Context: an optimization exercise on an open-source flow, tuned for small area, a short achievable clock period and few clock cycles per item. The choices shown serve that exercise and are no tape-out recipe.
RTL that was checked went through simulation tests only; none was proved equivalent to the original.
Power figures rest on the tool's default switching activity, not on a simulated workload.

## axi_wr_slave
module axi_wr_slave (
    input  wire logic                  clk,
    input  wire logic                  rst_n,
    input  wire axi_wr_pkg::aw_cmd_t   aw,
    input  wire logic                  aw_valid,
    output logic                       aw_ready,
    input  wire axi_wr_pkg::w_beat_t   w,
    input  wire logic                  w_valid,
    output logic                       w_ready,
    output axi_wr_pkg::b_resp_t        b,
    output logic                       b_valid,
    input  wire logic                  b_ready,
    output axi_wr_pkg::mem_wr_t        mem,
    output logic                       mem_we,
    input  wire logic                  mem_ready
);
    burst_engine u_burst_engine (
        .clk        (clk),
        .rst_n      (rst_n),
        .cmd        (aw),
        .cmd_valid  (aw_valid),
        .cmd_ready  (aw_ready),
        .beat       (w),
        .beat_valid (w_valid),
        .beat_ready (w_ready),
        .mem        (mem),
        .mem_we     (mem_we),
        .mem_ready  (mem_ready),
        .resp_valid (b_valid),
        .resp_ready (b_ready)
    );
    wresp_gen u_wresp_gen (
        .cmd (aw),
        .b   (b)
    );
endmodule
Size in the first run: ~280 cells after synthesis, about 180 I/O pins, roughly 2300 um2 of cells after synthesis.
==> flow/config.mk <==
export PLATFORM = sky130hd
export DESIGN_NAME = axi_wr_slave
export DESIGN_NICKNAME = axi_wr_slave
export VERILOG_FILES = /design/flow/design.v
export SDC_FILE = /design/flow/constraint.sdc
export NUM_CORES = 4
export LEC_CHECK = 0
export ABC_AREA = 1
export CAP_MARGIN = 20
export CORE_MARGIN = 2
export CORE_UTILIZATION = 40
export SETUP_SLACK_MARGIN = 2.65
export SLEW_MARGIN = 20
==> flow/constraint.sdc <==
create_clock -name core_clock -period 5.5 [get_ports {clk}]
set_input_delay 1.1000 -clock core_clock [delete_from_list [all_inputs] [get_ports {clk}]]
set_output_delay 1.1000 -clock core_clock [all_outputs]
set_load 0.01 [all_outputs]
standard.sh (not shown) runs the stock make flow with config.mk's settings and CLKGATE_MAP_FILE= SYNTH_SCRIPT=/design/flow/synth_recipe.tcl, a recipe that flattens the netlist after the stock synthesis.
==> flow/flow/run.sh <==
#!/bin/bash
export BUFFER_PORTS_ARGS="-buffer_cell sky130_fd_sc_hd__buf_1"
bash standard.sh > standard.log 2>&1
The starting point produced a clean layout.
Testbench counts at the start, summed over its fixed seeds: cycles 15,030, beats 13,386.
Edit:
- SETUP_SLACK_MARGIN: 2.65 -> 2.5
Total power fell by 10%.
Via count came out lower by 3.6%.
Design area drops by 6.3%.
Core utilization falls by 2.5 points.
Area after synthesis is unchanged.
Edit:
- CORE_UTILIZATION: 40 -> 55
The new run completed without violations.
Non-clock buffer count went down by 1.
Routed wire length falls by about 9%.
Register-to-register slack barely changes.
Synthesized area does not change.
Worst hold slack got worse by 0.0093 ns.
Critical path depth climbs by 1.
Combinational power fell by about 2%.
Cell area decreases by 0.37%.
Die area decreases by about 26%.
Clock-buffer cell count went down by 1.
Cell count drops by about 7%.

---

Setup of run 1:
axi_wr_slave, a different RTL version from the one above (not shown whole).
Size: roughly 270 cells after synthesis, roughly 23 flip-flops, ~180 I/O pins.
Settings: LEC_CHECK=0, ABC_AREA=1, CAP_MARGIN=20, CORE_MARGIN=2, CORE_UTILIZATION=40, SETUP_SLACK_MARGIN=2.8, SLEW_MARGIN=20; clock period 5.5 ns.
==> flow/flow/run.sh <==
#!/bin/bash
export BUFFER_PORTS_ARGS="-buffer_cell sky130_fd_sc_hd__buf_1"
export SETUP_MOVE_SEQUENCE="sizeup,swap"
bash standard.sh > standard.log 2>&1
Testbench counts of run 1, summed over its fixed seeds: cycles 15,030, beats 13,386.
What run 2 does differently from run 1 at the input level:
- swapping 2.8 for 2.6 in SETUP_SLACK_MARGIN
Notes after the runs:
- On reported sequential group power, run 1 and run 2 are basically level.
- Part of the power in combinational logic in run 2 is 4.3 points lower than in run 1
- In run 2 the clock period minus worst slack turned out 0.0066 ns lower than in run 1.
- Comparing detailed-routing wirelength on met1 for run 1 and run 2, the smaller number came from run 1.
- Setup slack in run 2 is 0.0066 ns higher than in run 1
- Wire: run 2 routes less than run 1
- Summary of run 2 over run 1: number of filler cells placed in the layout went up by 7; power consumption went down by 12%; count of clock-buffer cells in the layout was more or less identical.
[inputs] run 3 vs run 2
- a deleted ABC_AREA that had been 1
[summary]
Between run 3 and run 2, synthesis-to-layout area growth is higher for run 3, run 2 comes in under that.
Worst hold slack: run 3 better than run 2
aw_valid as the critical path startpoint was reported by run 2, and u_burst_engine.rem_q[3] by run 3.
Against run 2, run 3 comes in 0.18 ns higher on final critical-path required period.
Worst max-slew margin expressed relative to the limit ends up higher on run 2.
Edits applied to the flow inputs when going from run 3 to run 4:
- ABC_AREA newly set to 1
==> flow/flow/run.sh <==
#!/bin/bash
# Layout flow: the standard flow, with three changes in how the layout
# is made:
#  - after the standard synthesis, the combinational logic is mapped again
#    by ABC for area (the registers are kept as they are, same cells and
#    names), and the rest of the flow starts from that netlist;
#  - the port buffers are inserted as buf_1 cells instead of the default
#    delay buffers;
#  - timing repair only resizes cells and swaps pins.
# Each tool's output goes to a log file of its own in this folder.
set -euo pipefail

export BUFFER_PORTS_ARGS="-buffer_cell sky130_fd_sc_hd__buf_1"
export SETUP_MOVE_SEQUENCE="sizeup,swap"

RES=orfs/results/${FLOW_PLATFORM}/axi_wr_slave/base
LOGS=orfs/logs/${FLOW_PLATFORM}/axi_wr_slave/base
LIB=${FLOW_HOME}/platforms/${FLOW_PLATFORM}/lib/sky130_fd_sc_hd__tt_025C_1v80.lib
YOSYS=${FLOW_HOME}/../tools/install/yosys/bin/yosys
[[ -x $YOSYS ]] || YOSYS=yosys

# 1. Standard synthesis
bash standard.sh synth > synth.log 2>&1

# 2. Map the combinational logic again, for area
cp $RES/1_2_yosys.v $RES/1_2_yosys_std.v
DONT_USE=$(grep -m1 -o "^abc -script .*" $LOGS/1_2_yosys.log | grep -o -- "-dont_use [^ ]*" | tr '\n' ' ')
cat > reabc.ys <<EOS
read_liberty -ignore_miss_func $LIB
blackbox sky130_fd_sc_hd__*df* sky130_fd_sc_hd__*dl* sky130_fd_sc_hd__conb_1
read_verilog $RES/1_2_yosys_std.v
hierarchy -top ${FLOW_TOP}
flatten
opt -purge
abc -liberty $LIB $DONT_USE
read_liberty -lib -overwrite $LIB
opt_clean -purge
setundef -zero
splitnets
opt_clean -purge
hilomap -singleton -hicell sky130_fd_sc_hd__conb_1 HI -locell sky130_fd_sc_hd__conb_1 LO
insbuf -buf sky130_fd_sc_hd__buf_4 A X
check -assert
stat -liberty $LIB
write_verilog -noattr -nohex -nodec $RES/1_2_yosys.v
EOS
$YOSYS -s reabc.ys > reabc.log 2>&1

# 3. Rebuild the synthesis database from the new netlist, then the rest
rm -f $RES/1_synth.odb
bash standard.sh synth > synth_odb.log 2>&1
bash standard.sh > standard.log 2>&1
Results
No run among run 3 and run 4 stopped early or left any final violation; all are clean. Going from run 3 to run 4, routed wire length shrinks by 510 um. On run 4: area after synthesis is about 12% lower than what run 3 gave. Run 4 against run 3: total die area moved down; instance area at placement moved down; post-route clock period utilization moved down; via count moved down; routed length on met3 moved up. Utilization run 3 -> run 4: down. Of run 4 and run 3, it is run 4 that has the higher met3 routing resource usage after global routing.

---

exp/zinc:
Another version of the RTL of axi_wr_slave (not shown whole).
Size: about 310 cells after synthesis, about 24 flip-flops, roughly 180 I/O pins, ~2200 um2 of cells after synthesis.
Settings: LEC_CHECK=0, ABC_AREA=1, CAP_MARGIN=20, CORE_MARGIN=2, CORE_UTILIZATION=40, SETUP_SLACK_MARGIN=2.4, SLEW_MARGIN=20; clock period 5.5 ns.
==> flow/flow/run.sh <==
#!/bin/bash
export BUFFER_PORTS_ARGS="-buffer_cell sky130_fd_sc_hd__buf_1"
bash standard.sh > standard.log 2>&1
exp/zinc completed every stage of the flow, and the final layout passed the timing, design-rule and antenna checks.
The inputs of exp/juniper differ from those of exp/zinc as listed below.
- CTS_CLUSTER_DIAMETER newly set to 200
- SETUP_SLACK_MARGIN changed from 2.4 to 2.5
- CTS_CLUSTER_SIZE newly set to 40
==> run notes <==
Between exp/juniper and exp/zinc, the setup slack is lower for exp/zinc.
exp/zinc and exp/juniper ended up with roughly the same wire length on met2.
As far as routed wire length is concerned, exp/zinc and exp/juniper perform about the same.
exp/juniper gives more proportion of cell area occupied by multi-input gates than exp/zinc did.
Per the comparison of exp/juniper with exp/zinc, area occupied by multi-input gates +11 um2; via count fell by 1.3%; accumulated negative setup slack shows no meaningful change.
exp/juniper reports a lower clock network fraction of total power than exp/zinc does.
Final cell area excluding filler cells: exp/juniper vs exp/zinc up 0.59%
Number of placed instances, taps included: exp/juniper vs exp/zinc identical
Relative to exp/juniper, the following input files were edited for exp/raven:
- clearing CTS_CLUSTER_DIAMETER, which used to be 200
- clearing CTS_CLUSTER_SIZE, which used to be 40
Findings:
Comparing exp/raven against exp/juniper, there is no change at all in gate count of the mapped netlist.
Diff exp/juniper..exp/raven | utilization of the core after routing | unchanged
Per the final summary, exp/raven finished and its layout is clean on timing, DRC and antenna.
Status: count of cell types in the netlist parity (exp/juniper, exp/raven)
Number of buffers between clock root and the deepest sink: exp/juniper vs exp/raven identical
Via count normalized by instance count: exp/raven vs exp/juniper identical
Between exp/raven and exp/juniper, the difference in combinational group power is negligible.
Comparing exp/juniper against exp/raven, there is no change at all in number of flip-flops and latches.
Function was not checked in any run of this note: the RTL went through the layout flow alone.

---

Another version of the RTL of axi_wr_slave (not shown whole).
Size in the first run: ~240 cells after synthesis, ~180 I/O pins, about 1800 um^2 of cells after synthesis.
==> flow/config.mk <==
export PLATFORM = sky130hd
export DESIGN_NAME = axi_wr_slave
export DESIGN_NICKNAME = axi_wr_slave
export VERILOG_FILES = /design/flow/design.v
export SDC_FILE = /design/flow/constraint.sdc
export NUM_CORES = 4
export LEC_CHECK = 0
export ABC_AREA = 1
export CAP_MARGIN = 20
export CORE_MARGIN = 2
export CORE_UTILIZATION = 50
export CTS_BUF_LIST = sky130_fd_sc_hd__clkbuf_8
export SETUP_SLACK_MARGIN = 2.6
export SLEW_MARGIN = 20
==> flow/constraint.sdc <==
create_clock -name core_clock -period 5.5 [get_ports {clk}]
set_input_delay 1.1000 -clock core_clock [delete_from_list [all_inputs] [get_ports {clk}]]
set_output_delay 1.1000 -clock core_clock [all_outputs]
set_load 0.01 [all_outputs]
==> flow/flow/run.sh <==
#!/bin/bash
# Layout flow: the standard flow, with three changes in how the layout
# is made:
#  - after the standard synthesis, the combinational logic is mapped again
#    by ABC with its area-only mapper, and the logic feeding the outputs
#    once more for delay (the registers are kept as they are, same cells
#    and names); the rest of the flow starts from that netlist;
#  - the port buffers are inserted as buf_1 cells instead of the default
#    delay buffers;
#  - timing repair only resizes cells and swaps pins.
# Each tool's output goes to a log file of its own in this folder.
set -euo pipefail

export BUFFER_PORTS_ARGS="-buffer_cell sky130_fd_sc_hd__buf_1"
export SETUP_MOVE_SEQUENCE="sizeup,swap"

RES=orfs/results/${FLOW_PLATFORM}/axi_wr_slave/base
LOGS=orfs/logs/${FLOW_PLATFORM}/axi_wr_slave/base
LIB=${FLOW_HOME}/platforms/${FLOW_PLATFORM}/lib/sky130_fd_sc_hd__tt_025C_1v80.lib
YOSYS=${FLOW_HOME}/../tools/install/yosys/bin/yosys
[[ -x $YOSYS ]] || YOSYS=yosys

# 1. Standard synthesis
bash standard.sh synth > synth.log 2>&1

# 2. Map the combinational logic again, for area
cp $RES/1_2_yosys.v $RES/1_2_yosys_std.v
DONT_USE=$(grep -m1 -o "^abc -script .*" $LOGS/1_2_yosys.log | grep -o -- "-dont_use [^ ]*" | tr '\n' ' ')
cat > reabc.ys <<EOS
read_liberty -ignore_miss_func $LIB
blackbox sky130_fd_sc_hd__*df* sky130_fd_sc_hd__*dl* sky130_fd_sc_hd__conb_1
read_verilog $RES/1_2_yosys_std.v
hierarchy -top ${FLOW_TOP}
flatten
opt -purge
abc -liberty $LIB $DONT_USE -script +strash;ifraig;dc2;rewrite,-z;refactor,-z;dch,-f;amap
read_liberty -lib -overwrite $LIB
opt_clean -purge
# The logic between the registers or inputs and the outputs is mapped
# again for delay: it sets the clock period
select -set ocone o:* %ci*:-sky130_fd_sc_hd__dfxtp_1[CLK,D]:-sky130_fd_sc_hd__dfrtp_1[CLK,D,RESET_B]:-sky130_fd_sc_hd__dfstp_2[CLK,D,SET_B]
select -set ocells @ocone t:* %i t:sky130_fd_sc_hd__*df* %d t:sky130_fd_sc_hd__conb_1 %d
setattr -set keep_hierarchy 1 t:* @ocells %d
read_liberty -ignore_miss_func -overwrite $LIB
flatten
abc -liberty $LIB $DONT_USE -D 1 ${FLOW_TOP}
read_liberty -lib -overwrite $LIB
setattr -unset keep_hierarchy t:*
opt_clean -purge
setundef -zero
splitnets
opt_clean -purge
hilomap -singleton -hicell sky130_fd_sc_hd__conb_1 HI -locell sky130_fd_sc_hd__conb_1 LO
insbuf -buf sky130_fd_sc_hd__buf_4 A X
check -assert
stat -liberty $LIB
write_verilog -noattr -nohex -nodec $RES/1_2_yosys.v
EOS
$YOSYS -s reabc.ys > reabc.log 2>&1

# 3. Rebuild the synthesis database from the new netlist, then the rest
rm -f $RES/1_synth.odb
bash standard.sh synth > synth_odb.log 2>&1
bash standard.sh > standard.log 2>&1
Testbench counts at the start, summed over its fixed seeds: cycles 15,030, beats 13,386.
Change:
--- a/flow/flow/run.sh
+++ b/flow/flow/run.sh
@@ -5,3 +5,2 @@
-#    by ABC with its area-only mapper, and the logic feeding the outputs
-#    once more for delay (the registers are kept as they are, same cells
-#    and names); the rest of the flow starts from that netlist;
+#    by ABC with its area-only mapper (the registers are kept as they are, same cells and
+#    names), and the rest of the flow starts from that netlist;
@@ -39,11 +37,0 @@
-# The logic between the registers or inputs and the outputs is mapped
-# again for delay: it sets the clock period
-select -set ocone o:* %ci*:-sky130_fd_sc_hd__dfxtp_1[CLK,D]:-sky130_fd_sc_hd__dfrtp_1[CLK,D,RESET_B]:-sky130_fd_sc_hd__dfstp_2[CLK,D,SET_B]
-select -set ocells @ocone t:* %i t:sky130_fd_sc_hd__*df* %d t:sky130_fd_sc_hd__conb_1 %d
-setattr -set keep_hierarchy 1 t:* @ocells %d
-read_liberty -ignore_miss_func -overwrite $LIB
-flatten
-abc -liberty $LIB $DONT_USE -D 1 ${FLOW_TOP}
-read_liberty -lib -overwrite $LIB
-setattr -unset keep_hierarchy t:*
-opt_clean -purge
Settings changed: CORE_UTILIZATION 50 to 45.
Non-clock buffer count stays the same.
Worst setup slack is better by 0.13 ns.
Fmax increases by 4.5%.
Change:
Settings changed: CORE_UTILIZATION 45 to 50, GPL_ROUTABILITY_DRIVEN from default to 0, GPL_TIMING_DRIVEN from default to 0.
Design area grows by 48%.
Sequential power hardly moves.
Global-route usage grows by 5.0 points.
Worst setup slack loses 0.026 ns.
Sequential share of layout area shrinks by 9.5 points.
Final cell count grows by 56%.
Routed wire length grows by 19%.
Sequential cell count stays the same.
Via count grows by 34%.
Change:
Settings changed: CORE_UTILIZATION 50 to 55, GPL_ROUTABILITY_DRIVEN 0 to default, GPL_TIMING_DRIVEN 0 to default.
What happened:
- core utilization drops by 19 points
- worst hold slack got worse by 0.015 ns
- flip-flop and latch count does not change
- cell area drops by a quarter to a third
- via count drops by a quarter to a third
- synthesized cell count does not change
Change:
--- a/flow/flow/run.sh
+++ b/flow/flow/run.sh
@@ -5 +5 @@
-#    by ABC with its area-only mapper (the registers are kept as they are, same cells and
+#    by ABC for area (the registers are kept as they are, same cells and
@@ -35 +35 @@
-abc -liberty $LIB $DONT_USE -script +strash;ifraig;dc2;rewrite,-z;refactor,-z;dch,-f;amap
+abc -liberty $LIB $DONT_USE
Settings changed: CORE_UTILIZATION 55 to 40, CTS_BUF_LIST sky130_fd_sc_hd__clkbuf_8 to default.
What happened:
- critical path depth is unchanged
- total power came out lower by 3.6%
- sequential power came out higher by about 3%
- clock power came out higher by about 6%
Change:
--- a/flow/flow/run.sh
+++ b/flow/flow/run.sh
@@ -5 +5 @@
-#    by ABC for area (the registers are kept as they are, same cells and
+#    by ABC with its area-only mapper (the registers are kept as they are, same cells and
@@ -35 +35 @@
-abc -liberty $LIB $DONT_USE
+abc -liberty $LIB $DONT_USE -script +strash;ifraig;dc2;rewrite,-z;refactor,-z;dch,-f;amap
Settings changed: CORE_UTILIZATION 40 to 50, CTS_BUF_LIST from default to sky130_fd_sc_hd__clkbuf_8, SETUP_SLACK_MARGIN 2.6 to 2.7, TNS_END_PERCENT from default to 10.
The new run produced a clean layout; total power climbs by 1.4%; design area drops by 1.8%; register-to-register slack improved by 0.05 ns; cell count climbs by 1.6%; sequential share of layout area climbs by 0.79 points; routed wire length climbs by 25%; via count climbs by 5.4%; sequential cell count is unchanged; count of clock-buffer cells in the layout does not change.

[re-timing with driven ports]
Ports are ideal in the flow. The routed layouts listed here were re-timed in OpenROAD.
Step 1 assumes that a clkbuf_16 drives the clock port and a buf_2 every other input.
Step 2 also shifts input and output timing later by t, the mid clock arrival at the registers, as if the neighbouring blocks saw the same clock.
Three values: ideal ports, drivers, drivers and shift; two values: the first two.
run	t (ns)	slack for setup (ns)	worst hold slack (ns)	worst data-port slew with drivers (ns)
the first run of note 1	0.293	2.701 / 2.678 / 2.579	0.586 / 0.586 / 0.586	0.11
the second run of note 1	0.291	2.577 / 2.555 / 2.555	0.568 / 0.568 / 0.568	0.11
the third run of note 1	0.286	2.556 / 2.530 / 2.530	0.558 / 0.558 / 0.558	0.11
run 1	0.297	2.672 / 2.648 / 2.576	0.488 / 0.488 / 0.488	0.13
run 2	0.285	2.679 / 2.656 / 2.487	0.477 / 0.477 / 0.477	0.11
run 3	0.291	2.496 / 2.471 / 2.466	0.569 / 0.569 / 0.569	0.11
run 4	0.287	2.623 / 2.600 / 2.466	0.493 / 0.493 / 0.493	0.12
exp/zinc	0.291	2.552 / 2.530 / 2.530	0.531 / 0.531 / 0.531	0.11
exp/juniper	0.289	2.580 / 2.557 / 2.557	0.529 / 0.529 / 0.529	0.11
exp/raven	0.289	2.580 / 2.557 / 2.557	0.529 / 0.529 / 0.529	0.11
the first run of note 4	0.283	2.544 / 2.522 / 2.453	0.558 / 0.558 / 0.558	0.12
the second run of note 4	0.285	2.671 / 2.672 / 2.388	0.495 / 0.495 / 0.495	0.11
the third run of note 4	0.286	2.645 / 2.608 / 2.387	0.517 / 0.517 / 0.517	0.05
the fourth run of note 4	0.282	2.663 / 2.637 / 2.416	0.501 / 0.501 / 0.501	0.12
the fifth run of note 4	0.286	2.639 / 2.617 / 2.439	0.508 / 0.508 / 0.508	0.11
the sixth run of note 4	0.280	2.679 / 2.657 / 2.446	0.505 / 0.505 / 0.505	0.12
After both steps every run listed still meets setup and hold. The setup slack of the second run of note 4, which loses most, moves by +0.001 ns with the drivers and by -0.283 ns with both steps.
